This design comes from an exercise in tuning for small area and a short achievable clock period on the open sky130 flow, not from production work.
Where RTL was checked, it was by simulation tests only, not by an equivalence proof against the original.

== exp/violet ==
## obi_rvalid_delay
module obi_rvalid_delay #(
  parameter int unsigned FIFO_DEPTH = 4,
  parameter int unsigned DATA_WIDTH = 32,
  parameter logic [31:0] LFSR_SEED  = 32'h1
) (
  input  logic                              clk_i,
  input  logic                              rst_ni,
  input  logic                              req_i,
  input  logic                              gnt_i,
  input  logic                              mem_rvalid_i,
  input  logic [DATA_WIDTH-1:0]             mem_rdata_i,
  input  logic                              mem_err_i,
  output logic                              rvalid_core_o,
  output logic [DATA_WIDTH-1:0]             rdata_core_o,
  output logic                              err_core_o,
  input  logic                              en_stall_i,
  input  logic [31:0]                       stall_mode_i,
  input  logic [31:0]                       max_stall_i,
  input  logic [31:0]                       rvalid_stall_i,
  output logic [$clog2(FIFO_DEPTH+1)-1:0]   outstanding_o,
  output logic                              gnt_block_o,
  output logic                              overflow_o,
  output logic                              protocol_err_o
);
Size: ~7900 cells after synthesis, about 180 I/O pins.
export LEC_CHECK = 0
export ABC_AREA = 1
export CAP_MARGIN = 20
export CORE_MARGIN = 2
export CORE_UTILIZATION = 65
export PLACE_DENSITY = 0.75
export SLEW_MARGIN = 20
export SYNTH_HIERARCHICAL = 1
create_clock -name core_clock -period 100.0 [get_ports {clk_i}]
standard.sh (not shown) runs the stock make flow with config.mk's settings and CLKGATE_MAP_FILE= SYNTH_SCRIPT=/design/flow/synth_recipe.tcl, a recipe that flattens the netlist after the stock synthesis.
==> flow/flow/run.sh <==
#!/bin/bash
export SETUP_SLACK_MARGIN=50
bash standard.sh > standard.log 2>&1
Having completed the whole flow, exp/violet delivered a layout that passed the timing, design-rule and antenna checks.
Edits applied to the flow inputs when going from exp/violet to exp/harbor:
==> flow/flow/run.sh <==
#!/bin/bash
export SETUP_SLACK_MARGIN=52
bash standard.sh > standard.log 2>&1
--- outcome ---
Comparing the two runs side by side, exp/harbor comes out ahead of exp/violet on maximum frequency. Routed metal-1 wire length came out higher on exp/harbor than on exp/violet. Cell area after layout in exp/harbor is 0.52% above exp/violet. Compared exp/violet against exp/harbor; die area within noise. | overall routing resource usage | exp/harbor vs exp/violet | ≈ equal |. Via count of the first global-routing pass delta (exp/harbor -> exp/violet): insignificant.
For exp/amber, these inputs were changed with respect to exp/harbor:
==> flow/flow/run.sh <==
#!/bin/bash
export SETUP_SLACK_MARGIN=60
bash standard.sh > standard.log 2>&1
Findings:
- exp/amber | ERROR | 5_1_grt
- Re area after synthesis: no difference whatsoever between exp/amber and exp/harbor.
- exp/amber -> exp/harbor: boundary pin count delta 0, exact match
- Synthesized instance count came out exactly the same in exp/harbor and exp/amber.
- exp/amber vs exp/harbor — worst slack at placement rose 960 ps.
- Number of clock buffers inserted by TritonCTS: exp/harbor and exp/amber compared, higher one is exp/harbor
- Cell total after placement across exp/harbor and exp/amber: no real change.
- Of exp/harbor and exp/amber, the lower total of cells resized after clock tree synthesis belongs to exp/harbor.
- exp/amber vs. exp/harbor: final weighted congestion in routability-driven placement moved up, depth of the CTS H-tree level.
> inputs changed (exp/amber -> exp/fjord)
Settings: PLACE_DENSITY: 0.75 -> 0.85; CORE_UTILIZATION: 65 -> 75.
==> flow/flow/run.sh <==
#!/bin/bash
export SETUP_SLACK_MARGIN=52
export BUFFER_PORTS_ARGS="-buffer_cell sky130_fd_sc_hd__buf_4"
bash standard.sh > standard.log 2>&1
### Flow results
- exp/fjord: all stages complete, timing, DRC and antenna checks passed
- Summary of exp/fjord over exp/amber: hold buffer count at cts about even; worst setup slack after placement fell 410 ps.
- Compared with exp/amber, die span in x in exp/fjord decreased by a few percent.
- Compared with exp/amber, global placer's final weighted congestion in exp/fjord increased slightly.
- Lower total CTS buffers was reported by exp/amber, not exp/fjord.
Input changes introduced in exp/indigo (baseline for comparison: exp/fjord):
Settings: swapping 0.85 for 0.75 in PLACE_DENSITY; swapping 75 for 65 in CORE_UTILIZATION.
==> flow/flow/run.sh <==
#!/bin/bash
export SETUP_SLACK_MARGIN=56
bash standard.sh > standard.log 2>&1
Findings:
- Floorplan check, exp/indigo vs exp/fjord: die outline larger in exp/indigo
- NOTE: worst setup slack in exp/indigo exceeds that of exp/fjord
- Diff exp/fjord -> exp/indigo: post-cts gate resize count went up by 239, critical path depth now sits higher, period utilization has decreased, count of clock-net buffers in the final layout went up by about 16%, final core utilization climbed 2.0 points.
- [compare] base=exp/fjord new=exp/indigo: slew at the pin closest to its max-slew limit higher; met3 wire length higher.
- rdata_core_o[24] as the timing endpoint of the critical path was reported by exp/indigo, and prem_r[5] by exp/fjord.


Setup of run a:
Another version of the RTL of obi_rvalid_delay (not shown whole).
Size in the first run: ~9400 cells after synthesis, about 180 I/O pins, ~53000 um^2 of cells after synthesis.
==> flow/config.mk <==
export PLATFORM = sky130hd
export DESIGN_NAME = obi_rvalid_delay
export DESIGN_NICKNAME = obi_rvalid_delay
export VERILOG_FILES = /design/flow/design.v
export SDC_FILE = /design/flow/constraint.sdc
export NUM_CORES = 4
export LEC_CHECK = 0
export ABC_AREA = 1
export CAP_MARGIN = 20
export CORE_MARGIN = 2
export CORE_UTILIZATION = 65
export PLACE_DENSITY = 0.75
export SLEW_MARGIN = 20
export SYNTH_HIERARCHICAL = 1
==> flow/constraint.sdc <==
create_clock -name core_clock -period 100.0 [get_ports {clk_i}]
set_input_delay 20.0000 -clock core_clock [delete_from_list [all_inputs] [get_ports {clk_i}]]
set_output_delay 20.0000 -clock core_clock [all_outputs]
set_load 0.01 [all_outputs]
==> flow/flow/run.sh <==
#!/bin/bash
export SETUP_SLACK_MARGIN=61
export BUFFER_PORTS_ARGS="-buffer_cell sky130_fd_sc_hd__buf_4"
bash standard.sh > standard.log 2>&1
To summarise run a: no stage aborted, but the layout did not pass its checks, failing on antenna rules.
Changes in run b relative to run a:
==> flow/flow/run.sh <==
#!/bin/bash
export SETUP_SLACK_MARGIN=57
export BUFFER_PORTS_ARGS="-buffer_cell sky130_fd_sc_hd__buf_4"
bash standard.sh > standard.log 2>&1
Run b against run a: fmax increased 0.74%, worst hold slack after final layout roughly the same, setup slack moved up. Run b completed end to end; final checks failed (antenna rules). Compared with run a, detailed-route wire length in run b decreased by more than a quarter. The highest-delay cell along the critical path comes out a21oi_4 in one run and a21oi_2 in the other, namely in run a and run b respectively.


Another version of the RTL of obi_rvalid_delay (not shown whole).
For scale: ~9300 cells after synthesis, roughly 180 I/O pins, ~0.053 mm2 of cells after synthesis.
Design obi_rvalid_delay, start of the top module:
module obi_rvalid_delay #(
  parameter int unsigned FIFO_DEPTH = 4,
  parameter int unsigned DATA_WIDTH = 32,
  parameter logic [31:0] LFSR_SEED  = 32'h1
) (
  input  logic                              clk_i,
  input  logic                              rst_ni,
  input  logic                              req_i,
  input  logic                              gnt_i,
  input  logic                              mem_rvalid_i,
  input  logic [DATA_WIDTH-1:0]             mem_rdata_i,
  input  logic                              mem_err_i,
  output logic                              rvalid_core_o,
  output logic [DATA_WIDTH-1:0]             rdata_core_o,
  output logic                              err_core_o,
  input  logic                              en_stall_i,
  input  logic [31:0]                       stall_mode_i,
  input  logic [31:0]                       max_stall_i,
  input  logic [31:0]                       rvalid_stall_i,
  output logic [$clog2(FIFO_DEPTH+1)-1:0]   outstanding_o,
  output logic                              gnt_block_o,
  output logic                              overflow_o,
  output logic                              protocol_err_o
);
clock: 100.0 ns
lec_check: 0
abc_area: 1
cap_margin: 20
core_margin: 2
core_utilization: 60
place_density: 0.7
slew_margin: 20
synth_hierarchical: 1
==> flow/flow/run.sh <==
#!/bin/bash
export SETUP_SLACK_MARGIN=56
export BUFFER_PORTS_ARGS="-buffer_cell sky130_fd_sc_hd__buf_4"
export MAX_REPAIR_ANTENNAS_ITER_DRT=10
bash standard.sh > standard.log 2>&1
Next try:
==> flow/flow/run.sh (replaced) <==
#!/bin/bash
export SETUP_SLACK_MARGIN=59
export BUFFER_PORTS_ARGS="-buffer_cell sky130_fd_sc_hd__buf_4"
export MAX_REPAIR_ANTENNAS_ITER_DRT=10
bash standard.sh > standard.log 2>&1
Outcome: The new run reached the layout checks and failed them: max-capacitance violations, max-slew violations; setup slack improved by 1.0 ns; die area does not change; routed wire length is higher by about 15%; final cell count is higher by about 2.8%; critical path depth is higher by 36.
Next try:
==> flow/flow/run.sh (replaced) <==
#!/bin/bash
export SETUP_SLACK_MARGIN=61
export BUFFER_PORTS_ARGS="-buffer_cell sky130_fd_sc_hd__buf_4"
export MAX_REPAIR_ANTENNAS_ITER_DRT=10
bash standard.sh > standard.log 2>&1
ABC_AREA = unset   (was 1)
=> This time the run passed the timing, design-rule and antenna checks; design area shrinks by 0.49%; synthesized area fell by 11%; worst setup slack gets worse by 11 ns; hold slack is about the same; count of clock-buffer cells in the layout shrinks by 7; fmax came out lower by 21%; non-clock buffer count increases by 376.
Next try:
==> flow/flow/run.sh (replaced) <==
#!/bin/bash
export SETUP_SLACK_MARGIN=54
export BUFFER_PORTS_ARGS="-buffer_cell sky130_fd_sc_hd__buf_4"
export MAX_REPAIR_ANTENNAS_ITER_DRT=10
bash standard.sh > standard.log 2>&1
ABC_AREA = 1   (was unset)
Result: Non-clock buffer count goes down by 671. Synthesized cell count came out higher by 65%. Core utilization is lower by 17 points. Register-to-register slack gets better by 8.2 ns. Sequential share of layout area rose by 1.8 points. Area after synthesis grows by 13%. Setup slack gains 8.3 ns. Via count climbs by 20%. Global-route usage falls by 2.7 points.
Function was not checked in any run of this note: the RTL went through the layout flow alone.


## P
obi_rvalid_delay again, from the RTL that the note above started with.
Design obi_rvalid_delay, start of the top module:
module obi_rvalid_delay #(
  parameter int unsigned FIFO_DEPTH = 4,
  parameter int unsigned DATA_WIDTH = 32,
  parameter logic [31:0] LFSR_SEED  = 32'h1
) (
  input  logic                              clk_i,
  input  logic                              rst_ni,
  input  logic                              req_i,
  input  logic                              gnt_i,
  input  logic                              mem_rvalid_i,
  input  logic [DATA_WIDTH-1:0]             mem_rdata_i,
  input  logic                              mem_err_i,
  output logic                              rvalid_core_o,
  output logic [DATA_WIDTH-1:0]             rdata_core_o,
  output logic                              err_core_o,
  input  logic                              en_stall_i,
  input  logic [31:0]                       stall_mode_i,
  input  logic [31:0]                       max_stall_i,
  input  logic [31:0]                       rvalid_stall_i,
  output logic [$clog2(FIFO_DEPTH+1)-1:0]   outstanding_o,
  output logic                              gnt_block_o,
  output logic                              overflow_o,
  output logic                              protocol_err_o
);
  localparam int SPLIT = 19;   
  logic [DATA_WIDTH:0] dat_r [0:3];
  logic [1:0]  wptr_r, rptr_r;
  logic [2:0]  cnt_r;
  logic [31:0] dq_r [0:2];
  logic [1:0]  dqw_r, dqr_r;
  logic [31:0] hcnt_r;
  logic        pend_r, phead_r, pdiv_r;
  logic [31:0] pmx_r;
  logic [SPLIT:0] prem_r;
  logic [2:0]  outst_r;
  logic        ovf_r, perr_r;
  logic [31:0] lfsr_s, xprev_s;
  logic        push_s, rv_s, empty_s, full_s, one_s, pendq_s, newhead_s, take_next_s;
  logic        is_div_s, is_std_s;
  logic [31:0] rem1_s, rem2_s, dly_s, hc_s, nd_s;
  logic        dly_zero_s, hc_zero_s, rem2z_s;
  obi_delay_lfsr #(
    .SEED (LFSR_SEED),
    .POLY (LFSR_POLY)
  ) u_lfsr (
    .clk_i     (clk_i),
    .rst_ni    (rst_ni),
    .advance_i (push_s),
    .state_o   (lfsr_s)
  );
  always_comb begin
    xprev_s[0] = lfsr_s[31];
    for (int i = 0; i < 31; i++)
      xprev_s[i+1] = lfsr_s[i] ^ (lfsr_s[31] & LFSR_POLY[i]);
  end
  obi_rem_lo u_rem1 (
    .mx   (max_stall_i),
    .x    (lfsr_s),
    .rin  (32'd0),
    .rout (rem1_s)
  );
  obi_rem_hi u_rem2 (
    .mx   (pmx_r),
    .x    (xprev_s),
    .rin  (32'(prem_r)),
    .rout (rem2_s),
    .zout (rem2z_s)
  );
  assign is_div_s = en_stall_i && (stall_mode_i == RANDOM);
  ...
clock: 100.0 ns
lec_check: 0
cap_margin: 20
core_margin: 2
core_utilization: 60
place_density: 0.7
slew_margin: 20
synth_hierarchical: 1
==> flow/flow/run.sh <==
#!/bin/bash
export SETUP_SLACK_MARGIN=57
export BUFFER_PORTS_ARGS="-buffer_cell sky130_fd_sc_hd__buf_4"
export MAX_REPAIR_ANTENNAS_ITER_DRT=10
bash standard.sh > standard.log 2>&1
The inputs of Q differ from those of P as listed below.
- ABC_AREA now 1, previously not set
### Flow results
Diff P -> Q: routed wire length shows a reduction of about 0.9%; multi-input logic portion of the cell area shows a reduction of 0.23 points; average instance area after synthesis shows a reduction of about 30%. Summary of Q over P: clock-pin slew of the registers on the worst-case setup and hold paths barely changed, worst-case setup slack after placement climbed 11.19 ns, worst setup slack climbed 10.65 ns, instance area after placement climbed 4100 um2.
Edits applied to the flow inputs when going from Q to R:
--- a/flow/flow/run.sh
+++ b/flow/flow/run.sh
@@ -1,3 +1,3 @@
 #!/bin/bash
-export SETUP_SLACK_MARGIN=57
+export SETUP_SLACK_MARGIN=58
 export BUFFER_PORTS_ARGS="-buffer_cell sky130_fd_sc_hd__buf_4"
### Flow results
Measured against each other, R and Q differ in largest stage delay on the critical path, the higher figure coming from R.
Comparing Q against R, there is no change at all in total setup violations reported at the end of the flow.
Critical-path cell with the highest stage delay = sky130_fd_sc_hd__a21boi_1: R; critical-path cell with the highest stage delay = sky130_fd_sc_hd__a21boi_0: Q
Function was not checked in any run of this note: the RTL went through the layout flow alone.


obi_rvalid_delay, a different RTL version from the one above (not shown whole).
For scale: about 5,900 cells after synthesis, roughly 360 flip-flops, about 180 I/O pins, ~43,000 µm² of cells after synthesis.
==> flow/config.mk <==
export PLATFORM = sky130hd
export DESIGN_NAME = obi_rvalid_delay
export DESIGN_NICKNAME = obi_rvalid_delay
export VERILOG_FILES = /design/flow/design.v
export SDC_FILE = /design/flow/constraint.sdc
export NUM_CORES = 4
export LEC_CHECK = 0
export ABC_AREA = 1
export CAP_MARGIN = 20
export CORE_MARGIN = 2
export CORE_UTILIZATION = 65
export PLACE_DENSITY = 0.75
export SLEW_MARGIN = 20
==> flow/constraint.sdc <==
create_clock -name core_clock -period 100.0 [get_ports {clk_i}]
set_input_delay 20.0000 -clock core_clock [delete_from_list [all_inputs] [get_ports {clk_i}]]
set_output_delay 20.0000 -clock core_clock [all_outputs]
set_load 0.01 [all_outputs]
==> flow/flow/run.sh <==
#!/bin/bash
export SETUP_SLACK_MARGIN=40
bash standard.sh > standard.log 2>&1
The baseline passed the timing, design-rule and antenna checks.
Edit:
==> flow/flow/run.sh (replaced) <==
#!/bin/bash
export SETUP_SLACK_MARGIN=48
bash standard.sh > standard.log 2>&1
Outcome: Maximum frequency increases by 11%. Setup slack improved by 5.6 ns. Cell area increases by 13%. Sequential cell count is unchanged. First-iteration DRC count increases by 39%. Routed wire length increases by 17%. Clock-buffer cell count stays the same. Utilization increases by 9.6 points. Hold slack is about the same.
Edit:
==> flow/run.sh (new file) <==
#!/bin/bash
# synth_recipe.tcl (not shown) runs the flow's synth.tcl, then flattens the netlist and writes it again
# the make line also repeats each setting of config.mk as NAME=value (left out here)
make -C /OpenROAD-flow-scripts/flow DESIGN_CONFIG=/design/flow/config.mk WORK_HOME=/design/flow/orfs CLKGATE_MAP_FILE= SYNTH_SCRIPT=/design/flow/synth_recipe.tcl finish
removed: flow/flow/run.sh
removed: flow/standard.sh
Result:
- clock-buffer cell count does not change
- utilization decreases by 10 points
- cell count decreases by a few percent
- worst hold slack stays flat
- wire length decreases by about a fifth
- first-iteration DRC count decreases by a quarter to a third
- setup slack degrades by 8.5 ns
- area after synthesis does not change
- non-clock buffer count decreases by 284
- synthesized cell count is unchanged


## maple
RTL: one of the versions met above, not the one the previous note started from.
Size: roughly 51000 sq um of cells after synthesis.
Settings: LEC_CHECK=0, ABC_AREA=1, CAP_MARGIN=20, CORE_MARGIN=2, CORE_UTILIZATION=65, PLACE_DENSITY=0.75, SLEW_MARGIN=20, SYNTH_HIERARCHICAL=1; clock period 100.0 ns.
==> flow/flow/run.sh <==
#!/bin/bash
export SETUP_SLACK_MARGIN=46
bash standard.sh > standard.log 2>&1
The following lists how juniper was set up differently from maple:
==> flow/flow/run.sh <==
#!/bin/bash
export SETUP_SLACK_MARGIN=52
export BUFFER_PORTS_ARGS="-buffer_cell sky130_fd_sc_hd__buf_4"
bash standard.sh > standard.log 2>&1
==> comparison <==
- Diff maple -> juniper: post-layout minimum cycle time now smaller; core utilization now larger; worst-case setup margin in the final layout now larger.
- maple -> juniper: length of routed met2 wiring flat
- Going from maple to juniper, sequential portion of the cell area has remained practically unchanged; ratio of routed vias to standard cells has remained practically unchanged.
- On average wire per standard cell, juniper tracks maple almost exactly.
- maple -> juniper: total routed wirelength flat
- When juniper is set beside maple, its met1 track demand over resource turns out to be 0.41 points smaller.

port drivers added, routing unchanged:
No port has a modelled driver above. Below, the same layouts with a new extraction and two added sets of constraints.
Step 1: set_driving_cell puts a clkbuf_16 on clk_i and a buf_2 on each other input, an assumption about the parent block.
Step 2, shift: input delay + t, output delay - t, t = (earliest + latest rising clock arrival at the registers) / 2. This alone moves slack from input paths to output paths.
Slacks: ideal / step 1 / step 2; pairs: ideal / step 1.
| run | t, ns | setup slack, ns | worst slew at a driven data input, ns | cell pins on the clock port's net |
|---|---|---|---|---|
| exp/violet | 0.666 | 52.659 / 52.589 / 52.387 | 0.12 | 1 |
| exp/harbor | 0.667 | 54.004 / 53.933 / 53.531 | 0.11 | 1 |
| exp/fjord | 0.649 | 54.014 / 54.059 / 53.410 | 0.09 | 1 |
| exp/indigo | 0.672 | 55.076 / 55.002 / 55.675 | 0.13 | 1 |
| run a | 0.663 | 58.380 / 58.295 / 57.632 | 0.27 | 1 |
| run b | 0.649 | 58.686 / 58.614 / 58.282 | 0.12 | 1 |
| the first run of note 3 | 0.686 | 58.135 / 58.062 / 57.543 | 0.13 | 1 |
| the second run of note 3 | 0.695 | 59.176 / 59.073 / 58.378 | 0.24 | 1 |
| the third run of note 3 | 0.626 | 48.081 / 48.096 / 47.470 | 0.13 | 1 |
| the fourth run of note 3 | 0.690 | 56.332 / 56.259 / 56.561 | 0.13 | 1 |
| P | 0.626 | 48.081 / 48.096 / 47.470 | 0.13 | 1 |
| Q | 0.686 | 58.728 / 58.778 / 58.092 | 0.13 | 1 |
| R | 0.690 | 59.183 / 59.195 / 58.505 | 0.18 | 1 |
| the first run of note 5 | 0.645 | 43.201 / 43.206 / 42.562 | 0.09 | 1 |
| the second run of note 5 | 0.646 | 48.756 / 48.692 / 48.853 | 0.09 | 1 |
| the third run of note 5 | 0.645 | 40.259 / 40.195 / 40.839 | 0.09 | 1 |
| maple | 0.667 | 49.978 / 49.906 / 50.573 | 0.11 | 1 |
| juniper | 0.663 | 54.161 / 54.087 / 53.614 | 0.10 | 1 |
For the second run of note 3, which loses most, drivers alone change the setup slack by -0.103 ns; drivers and shift together by -0.798 ns.
